This is an optimization exercise on Yosys and OpenROAD, whose aim is small area, a short achievable clock period and few clock cycles per item, not a production implementation.
The RTL was checked by simulation tests, not by an equivalence proof against the original design.
Power is estimated from default activity; no workload was simulated.

==> zinc: inputs <==
// tick_mask_task_scheduler_core
module tick_mask_task_scheduler_core
#(
    parameter int NUM_TASKS = NUM_TASKS_DEF
)
(
    input  logic                  clk,
    input  logic                  rst_n,
    input  logic                  item_valid,
    output logic                  item_stall,
    input  logic [1:0]            kind,
    input  logic [TIME_W-1:0]     sample_time,
    input  logic [TIDX_W-1:0]     task_index,
    input  logic [TIME_W-1:0]     start_time,
    input  logic [TIME_W-1:0]     stop_time,
    output logic                  result_valid,
    input  logic                  result_stall,
    output logic                  tick_fired,
    output logic [MAX_TASKS-1:0]  run_mask,
    output logic [TICK_W-1:0]     tick_word,
    output logic                  stats_updated,
    output logic [TIME_W-1:0]     mean_exec_time,
    output logic [TIME_W-1:0]     worst_time,
    output logic                  config_bad,
    input  logic                  cfg_valid,
    output logic                  cfg_ready,
    input  logic [CFG_IDX_W-1:0]  cfg_index,
    input  logic [TIME_W-1:0]     cfg_data
);
    localparam int W  = TIME_W;
    localparam int SW = TIME_W - 1;    
    logic [W-1:0]                     mod_q;
    logic [PERIOD_W-1:0]              per_q;
    logic [MAX_TASKS-1:0][TICK_W-1:0] mask_q;    
    logic [MAX_TASKS-1:0]             mval_q;
    logic                             bad_q;
    logic [W-1:0]                     half;
    logic mod_wr;
    assign cfg_ready = 1'b1;
    assign mod_wr    = cfg_valid && (cfg_index == CFG_MODULUS);
    assign half      = mod_q >> 1;
    always_ff @(posedge clk or negedge rst_n)
    begin
        if (!rst_n)
        begin
            mod_q  <= MODULUS_RST;
            per_q  <= PERIOD_RST;
            mval_q <= '0;
        end
        else if (cfg_valid)
        begin
            if (cfg_index == CFG_MODULUS)
                mod_q <= cfg_data;
            if (cfg_index == CFG_PERIOD)
                per_q <= cfg_data[PERIOD_W-1:0];
            for (int i = 0; i < MAX_TASKS; i++)
                if (cfg_index == CFG_IDX_W'(CFG_MASK0 + i))
  ...
export LEC_CHECK = 0
export CAP_MARGIN = 20
export CORE_MARGIN = 2
export CORE_UTILIZATION = 30
export SLEW_MARGIN = 20
create_clock -name core_clock -period 8.5 [get_ports {clk}]
run.sh (not shown) runs the stock make flow with config.mk's settings and CLKGATE_MAP_FILE= SYNTH_SCRIPT=/design/flow/synth_recipe.tcl, a recipe that flattens the netlist after the stock synthesis.
==> inputs of fjord, as changes to zinc <==
--- a/flow/design.v
+++ b/flow/design.v
@@ -114,12 +114,13 @@
     localparam int SW = TIME_W - 1;    
     logic [W-1:0]                     mod_q;
     logic [PERIOD_W-1:0]              per_q;
     logic [MAX_TASKS-1:0][TICK_W-1:0] mask_q;    
     logic [MAX_TASKS-1:0]             mval_q;
     logic                             bad_q;
+    logic [W-1:0]                     mp_q;      
     logic [W-1:0]                     half;
     logic mod_wr;
     assign cfg_ready = 1'b1;
     assign mod_wr    = cfg_valid && (cfg_index == CFG_MODULUS);
     assign half      = mod_q >> 1;
     always_ff @(posedge clk or negedge rst_n)
@@ -148,18 +149,20 @@
                 mask_q[i] <= cfg_data;
     end
     always_ff @(posedge clk)
     begin
         bad_q <= (mod_q < MODULUS_MIN) || (per_q == '0)
                  || ({1'b0, per_q} >= half);
+        mp_q  <= mod_q - {1'b0, per_q};
     end
     logic                i_valid_q;    
     logic [1:0]          ik_q;
     logic [TIDX_W-1:0]   it_q;
     logic [W-1:0]        ia_q;         
-    logic [W-1:0]        ib_q;         
+    logic [W:0]          id_q;         
+    logic                is_q;         
     logic                lpend_q;      
     logic [5:0]          dcnt_q;       
     logic                dmode_q;      
     logic [W-1:0]        dsrc_q;       
     logic [W-1:0]        drem_q;       
     logic                cvalid_q;     
@@ -169,66 +172,62 @@
     logic [W-1:0]        pv_q;         
     logic                r_valid_q;
     logic busy, u_go, r_go, accept;
     assign busy       = (dcnt_q != '0) || lpend_q;
     assign u_go       = p_valid_q && (!r_valid_q || !result_stall);
     assign r_go       = i_valid_q && !busy && (!p_valid_q || u_go);
-    assign item_stall = i_valid_q && !r_go;
+    assign item_stall = busy || (i_valid_q && !r_go);
     assign accept     = item_valid && !item_stall;
     always_ff @(posedge clk or negedge rst_n)
     begin
         if (!rst_n)
             i_valid_q <= 1'b0;
         else if (accept)
             i_valid_q <= 1'b1;
         else if (r_go)
             i_valid_q <= 1'b0;
     end
+    logic [W-1:0] ib;
+    assign ib = (kind != KIND_TIME) ? start_time
+              : ((i_valid_q && ik_q == KIND_TIME) ? ia_q : dsrc_q);
     always_ff @(posedge clk)
     begin
         if (accept)
         begin
             ik_q <= kind;
+            is_q <= (kind == KIND_TIME);
             it_q <= task_index;
             ia_q <= (kind == KIND_TIME) ? sample_time : stop_time;
-            ib_q <= start_time;
+            id_q <= {1'b0, (kind == KIND_TIME) ? sample_time : stop_time} - {1'b0, ib};
         end
     end
     logic            is_samp;
-    logic [W+1:0]    xa, xb, xc, xnb, xnm, xcr;
-    logic [W+1:0]    s1, c1, s2, c2, s3, c3;
+    logic [W+1:0]    xd, xc, xnm, xcr, s2, c2;
     logic [W:0]      d1;               
     logic [W+1:0]    d2, d3, d4;       
     logic            s_fast, r_fast, fast;
     logic [W-1:0]    red_s, red_e;
     logic            skip_s;
     always_comb
     begin
-        is_samp = (ik_q == KIND_TIME);
-        xa  = {2'b0, ia_q};
-        xb  = {2'b0, (is_samp ? dsrc_q : ib_q)};
+        is_samp = is_q;
+        xd  = {id_q[W], id_q};
         xc  = {2'b0, (is_samp ? drem_q : mod_q)};
         xcr = {2'b0, drem_q};
-        xnb = ~xb;
         xnm = ~{2'b0, mod_q};
-        d1 = xa[W:0] - xb[W:0];
-        s1 = xa ^ xnb ^ xnm;
-        c1 = {((xa[W:0] & xnb[W:0]) | (xa[W:0] & xnm[W:0]) | (xnb[W:0] & xnm[W:0])), 1'b1};
-        d2 = s1 - ~c1;
-        s2 = s1 ^ c1 ^ xcr;
-        c2 = {((s1[W:0] & c1[W:0]) | (s1[W:0] & xcr[W:0]) | (c1[W:0] & xcr[W:0])), 1'b1};
+        d1 = id_q;
+        d2 = xd - {2'b0, mod_q};
+        d3 = xd + xc;
+        s2 = xd ^ xcr ^ xnm;
+        c2 = {((xd[W:0] & xcr[W:0]) | (xd[W:0] & xnm[W:0]) | (xcr[W:0] & xnm[W:0])), 1'b1};
         d4 = s2 + c2;
-        s3 = xa ^ xnb ^ xc;
-        c3 = {((xa[W:0] & xnb[W:0]) | (xa[W:0] & xc[W:0]) | (xnb[W:0] & xc[W:0])), 1'b1};
-        d3 = s3 + c3;
         s_fast = cvalid_q && !d1[W] && d2[W+1];
         red_s  = d4[W+1] ? d3[W-1:0] : d4[W-1:0];
         r_fast = d1[W] ? !d3[W+1] : d2[W+1];
         red_e  = d1[W] ? d3[W-1:0] : d1[W-1:0];
         fast   = ik_q[1] || (is_samp ? s_fast : r_fast);
-        skip_s = ({16'b0, ia_q[W-1:16]} < mod_q);
     end
     logic [W:0]      dt;
     logic [W+1:0]    dsub;
     logic [W-1:0]    drem_n, dsrc_n;
     logic            dlast, skip_l;
     always_comb
@@ -239,13 +238,16 @@
         dsrc_n = {dsrc_q[W-2:0], dsrc_q[W-1]};
         dlast  = (dcnt_q == 6'd1);
     end
     logic                tz_q;         
     logic [4:0]          tpos_q;       
     logic [W-1:0]        lt_q, ltraw_q;
-    assign skip_l = ({16'b0, ltraw_q[W-1:16]} < mod_q);
+    logic [15:0] skip_x;
+    assign skip_x = lpend_q ? ltraw_q[W-1:16] : ia_q[W-1:16];
+    assign skip_s = ({16'b0, skip_x} < mod_q);
+    assign skip_l = skip_s;
     always_ff @(posedge clk or negedge rst_n)
     begin
         if (!rst_n)
         begin
             lpend_q   <= 1'b0;
             dcnt_q    <= '0;
@@ -255,13 +257,13 @@
         else
         begin
             if (u_go)
                 p_valid_q <= 1'b0;
             if (mod_wr)
             begin
-                lpend_q  <= 1'b1;
+                lpend_q  <= !tz_q;
                 cvalid_q <= 1'b0;
             end
             else if (lpend_q)
             begin
                 lpend_q <= 1'b0;
                 dcnt_q  <= skip_l ? 6'd16 : 6'd32;
@@ -350,13 +352,13 @@
     logic                samp_ok, rep_ok, fire, first, back, due, ok;
     logic                n0, back0, back1, due0, due1;
     logic [4:0]          widx;
     logic [W:0]          da, lp;
     logic [W+1:0]        xs, xns, xnl, xm, xl, xp, xh;
     logic [W+1:0]        sb0, cb0, yb0, sd0, cd0, yd0, sb1, cb1, yb1;
-    logic [W+1:0]        sd1, cd1, td1, ud1, yd1, sq, cq, lp2;
+    logic [W+1:0]        sd1, cd1, xmp, yd1, sq, cq, lp2;
     logic [W-1:0]        lt_adv, lt_new;
     logic [MAX_TASKS-1:0][SW-1:0] avg_q, worst_q;    
     logic [MAX_TASKS-1:0]         sval_q;
     logic [SW-1:0]        cur_avg, cur_worst, avg_new, worst_new;
     logic [SW:0]          sum;
     logic [MAX_TASKS-1:0] run;
@@ -383,17 +385,16 @@
         yd0 = sd0 + cd0;
         due0 = yd0[W+1];
         sb1 = xs ^ xnl ^ xh;
         cb1 = {((xs[W:0] & xnl[W:0]) | (xs[W:0] & xh[W:0]) | (xnl[W:0] & xh[W:0])), 1'b1};
         yb1 = sb1 + cb1 + {{(W+1){1'b0}}, mod_q[0]};
         back1 = !yb1[W+1];
-        sd1 = xs ^ xnl ^ xm;
-        cd1 = {((xs[W:0] & xnl[W:0]) | (xs[W:0] & xm[W:0]) | (xnl[W:0] & xm[W:0])), 1'b1};
-        td1 = sd1 ^ cd1 ^ ~xp;
-        ud1 = {((sd1[W:0] & cd1[W:0]) | (sd1[W:0] & ~xp[W:0]) | (cd1[W:0] & ~xp[W:0])), 1'b1};
-        yd1 = td1 + ud1;
+        xmp = {2'b0, mp_q};
+        sd1 = xs ^ xnl ^ xmp;
+        cd1 = {((xs[W:0] & xnl[W:0]) | (xs[W:0] & xmp[W:0]) | (xnl[W:0] & xmp[W:0])), 1'b1};
+        yd1 = sd1 + cd1;
         due1 = !yd1[W+1];
         first = tz_q;
         back  = n0 ? back1 : back0;
         due   = n0 ? due1 : due0;
         fire  = first || back || due;
         widx  = first ? 5'd0 : tpos_q;
@@ -422,21 +423,17 @@
     always_ff @(posedge clk or negedge rst_n)
     begin
         if (!rst_n)
         begin
             tz_q    <= 1'b1;
             sval_q  <= '0;
-            ltraw_q <= '0;
         end
         else if (u_go)
         begin
             if (samp_ok && fire)
-            begin
-                tz_q    <= 1'b0;
-                ltraw_q <= lt_new;
-            end
+                tz_q <= 1'b0;
             if (pk_q == KIND_RESTART)
                 tz_q <= 1'b1;
             for (int i = 0; i < MAX_TASKS; i++)
                 if (rep_ok && ok && pt_q == TIDX_W'(i))
                     sval_q[i] <= 1'b1;
             if (pk_q == KIND_CLEAR)
@@ -444,30 +441,31 @@
         end
     end
     always_ff @(posedge clk)
     begin
         if (u_go && samp_ok && fire)
         begin
-            tpos_q <= widx + 5'd1;
-            lt_q   <= lt_new;
+            tpos_q  <= widx + 5'd1;
+            lt_q    <= lt_new;
+            ltraw_q <= lt_new;
         end
         else if (dlast && dmode_q && !lpend_q)
         begin
             lt_q <= drem_n;
         end
         for (int i = 0; i < MAX_TASKS; i++)
             if (u_go && rep_ok && ok && pt_q == TIDX_W'(i))
             begin
                 avg_q[i]   <= avg_new;
                 worst_q[i] <= worst_new;
             end
     end
-    logic                 r_fired_q, r_upd_q, r_rep_q, r_bad_q;
+    logic                 r_fired_q, r_upd_q, r_bad_q;
     logic [4:0]           r_widx_q;
     logic [MAX_TASKS-1:0] r_run_q;
-    logic [TIDX_W-1:0]    r_t_q;
+    logic [MAX_TASKS-1:0] r_sel_q;      
     always_ff @(posedge clk or negedge rst_n)
     begin
         if (!rst_n)
             r_valid_q <= 1'b0;
         else
             r_valid_q <= u_go || (r_valid_q && result_stall);
@@ -477,14 +475,14 @@
         if (u_go)
         begin
             r_fired_q <= samp_ok && fire;
             r_widx_q  <= widx;
             r_run_q   <= samp_ok ? run : '0;
             r_upd_q   <= rep_ok && ok;
-            r_rep_q   <= rep_ok;
-            r_t_q     <= pt_q;
+            for (int i = 0; i < MAX_TASKS; i++)
+                r_sel_q[i] <= rep_ok && pt_q == TIDX_W'(i) && (sval_q[i] || ok);
             r_bad_q   <= bad_q;
         end
     end
     assign result_valid  = r_valid_q;
     assign tick_fired    = r_fired_q;
     assign run_mask      = r_run_q;
@@ -493,13 +491,12 @@
     assign config_bad    = r_bad_q;
     always_comb
     begin
         mean_exec_time = '0;
         worst_time     = '0;
         for (int i = 0; i < MAX_TASKS; i++)
-            if (r_rep_q && r_t_q == TIDX_W'(i) && sval_q[i])
-            begin
-                mean_exec_time[SW-1:0] = avg_q[i];
-                worst_time[SW-1:0]     = worst_q[i];
-            end
+        begin
+            mean_exec_time[SW-1:0] = mean_exec_time[SW-1:0] | ({SW{r_sel_q[i]}} & avg_q[i]);
+            worst_time[SW-1:0]     = worst_time[SW-1:0]     | ({SW{r_sel_q[i]}} & worst_q[i]);
+        end
     end
 endmodule
==> flow/flow/run.sh (new file) <==
#!/bin/bash
# The standard layout, with plain buf_2 cells (instead of clkdlybuf4s50_1) as the
# port buffers that global placement inserts on every input and output.
# All of make's output goes to standard.log in the work folder; ORFS keeps each
# step's own log under orfs/logs/.
set -euo pipefail
bash standard.sh "BUFFER_PORTS_ARGS=-buffer_cell sky130_fd_sc_hd__buf_2" finish > standard.log 2>&1
==> flow/standard.sh (new file) <==
#!/bin/bash
# synth_recipe.tcl (not shown) runs the flow's synth.tcl, then flattens the netlist and writes it again
# the make line also repeats each setting of config.mk as NAME=value (left out here)
make -C /OpenROAD-flow-scripts/flow DESIGN_CONFIG=/design/flow/config.mk WORK_HOME=/design/flow/orfs CLKGATE_MAP_FILE= SYNTH_SCRIPT=/design/flow/synth_recipe.tcl "${@:-finish}"
Settings changed: CTS_BUF_LIST set to sky130_fd_sc_hd__clkbuf_8, PLACE_DENSITY set to 0.75, SETUP_SLACK_MARGIN set to 4.3.
removed: flow/run.sh
==> notes.md <==
| metric | zinc | fjord |
|---|---|---|
| Outcome | complete, no violations | complete, no violations |
| Slowest cell delay on critical path | 820 ps | 620 ps |
| Initial antenna violation count | 3 | 13 |
| Top Layer Used | met4 | met5 |
| Share of power burned in the clock network | 16.2% | 16.3% |
| Overall power after layout | 24.8 mW | 22.7 mW |
| Number of buffers other than clock buffers in the final layout | 357 | 839 |
| Total power divided by cell area | 369 nW/µm² | 301 nW/µm² |
| Violation count after the first detailed-route iteration | 6071 | 7562 |
| Filler cell count | 19500 | 18700 |
| Number of buffers added by the clock tree synthesis step | 83 | 133 |
| Relative area of non-clock buffer cells in the final design | 4.94% | 9.86% |
| NumNets Final | 6949 | 7733 |
| Hold Path Cell Cnt | 0 | 2 |
| Critical path's slowest cell | a21o_1 | dfstp_2 |
| Maximum fanout along the worst path | 51 | 6 |
| Number of iterations in the first detailed-routing pass | 9 | 7 |
Testbench counts of zinc, summed over its fixed seeds: cycles 14,048, items 12,800.
Testbench counts of fjord, summed over its fixed seeds: cycles 13,972, items 12,800.

[afterwards: timing with drivers on the ports]
Ports are ideal in the flow. The routed layouts listed here were re-timed in OpenROAD.
Step 1: set_driving_cell puts a clkbuf_16 on clk and a buf_2 on each other input, an assumption about the parent block.
Step 2 moves the port delays by t, midway between the first and last clock arrival at a register: inputs arrive t later, outputs are due t later. That takes back most of the time a late clock gives input paths.
a / b / c = ideal / step 1 / step 2; a / b = the first two.
| run | shift t [ns] | setup WS [ns] | worst setup path at the end | pins driven straight from the clock port |
|---|---|---|---|---|
| zinc | 0.801 | 1.701 / 1.701 / 1.701 | register to register | 1 |
| fjord | 1.011 | 4.042 / 4.042 / 3.318 | input to register | 1 |
After both steps every run listed still meets setup and hold. For fjord, which loses most, drivers alone change the setup slack by 0.000 ns; drivers and shift together by -0.724 ns.
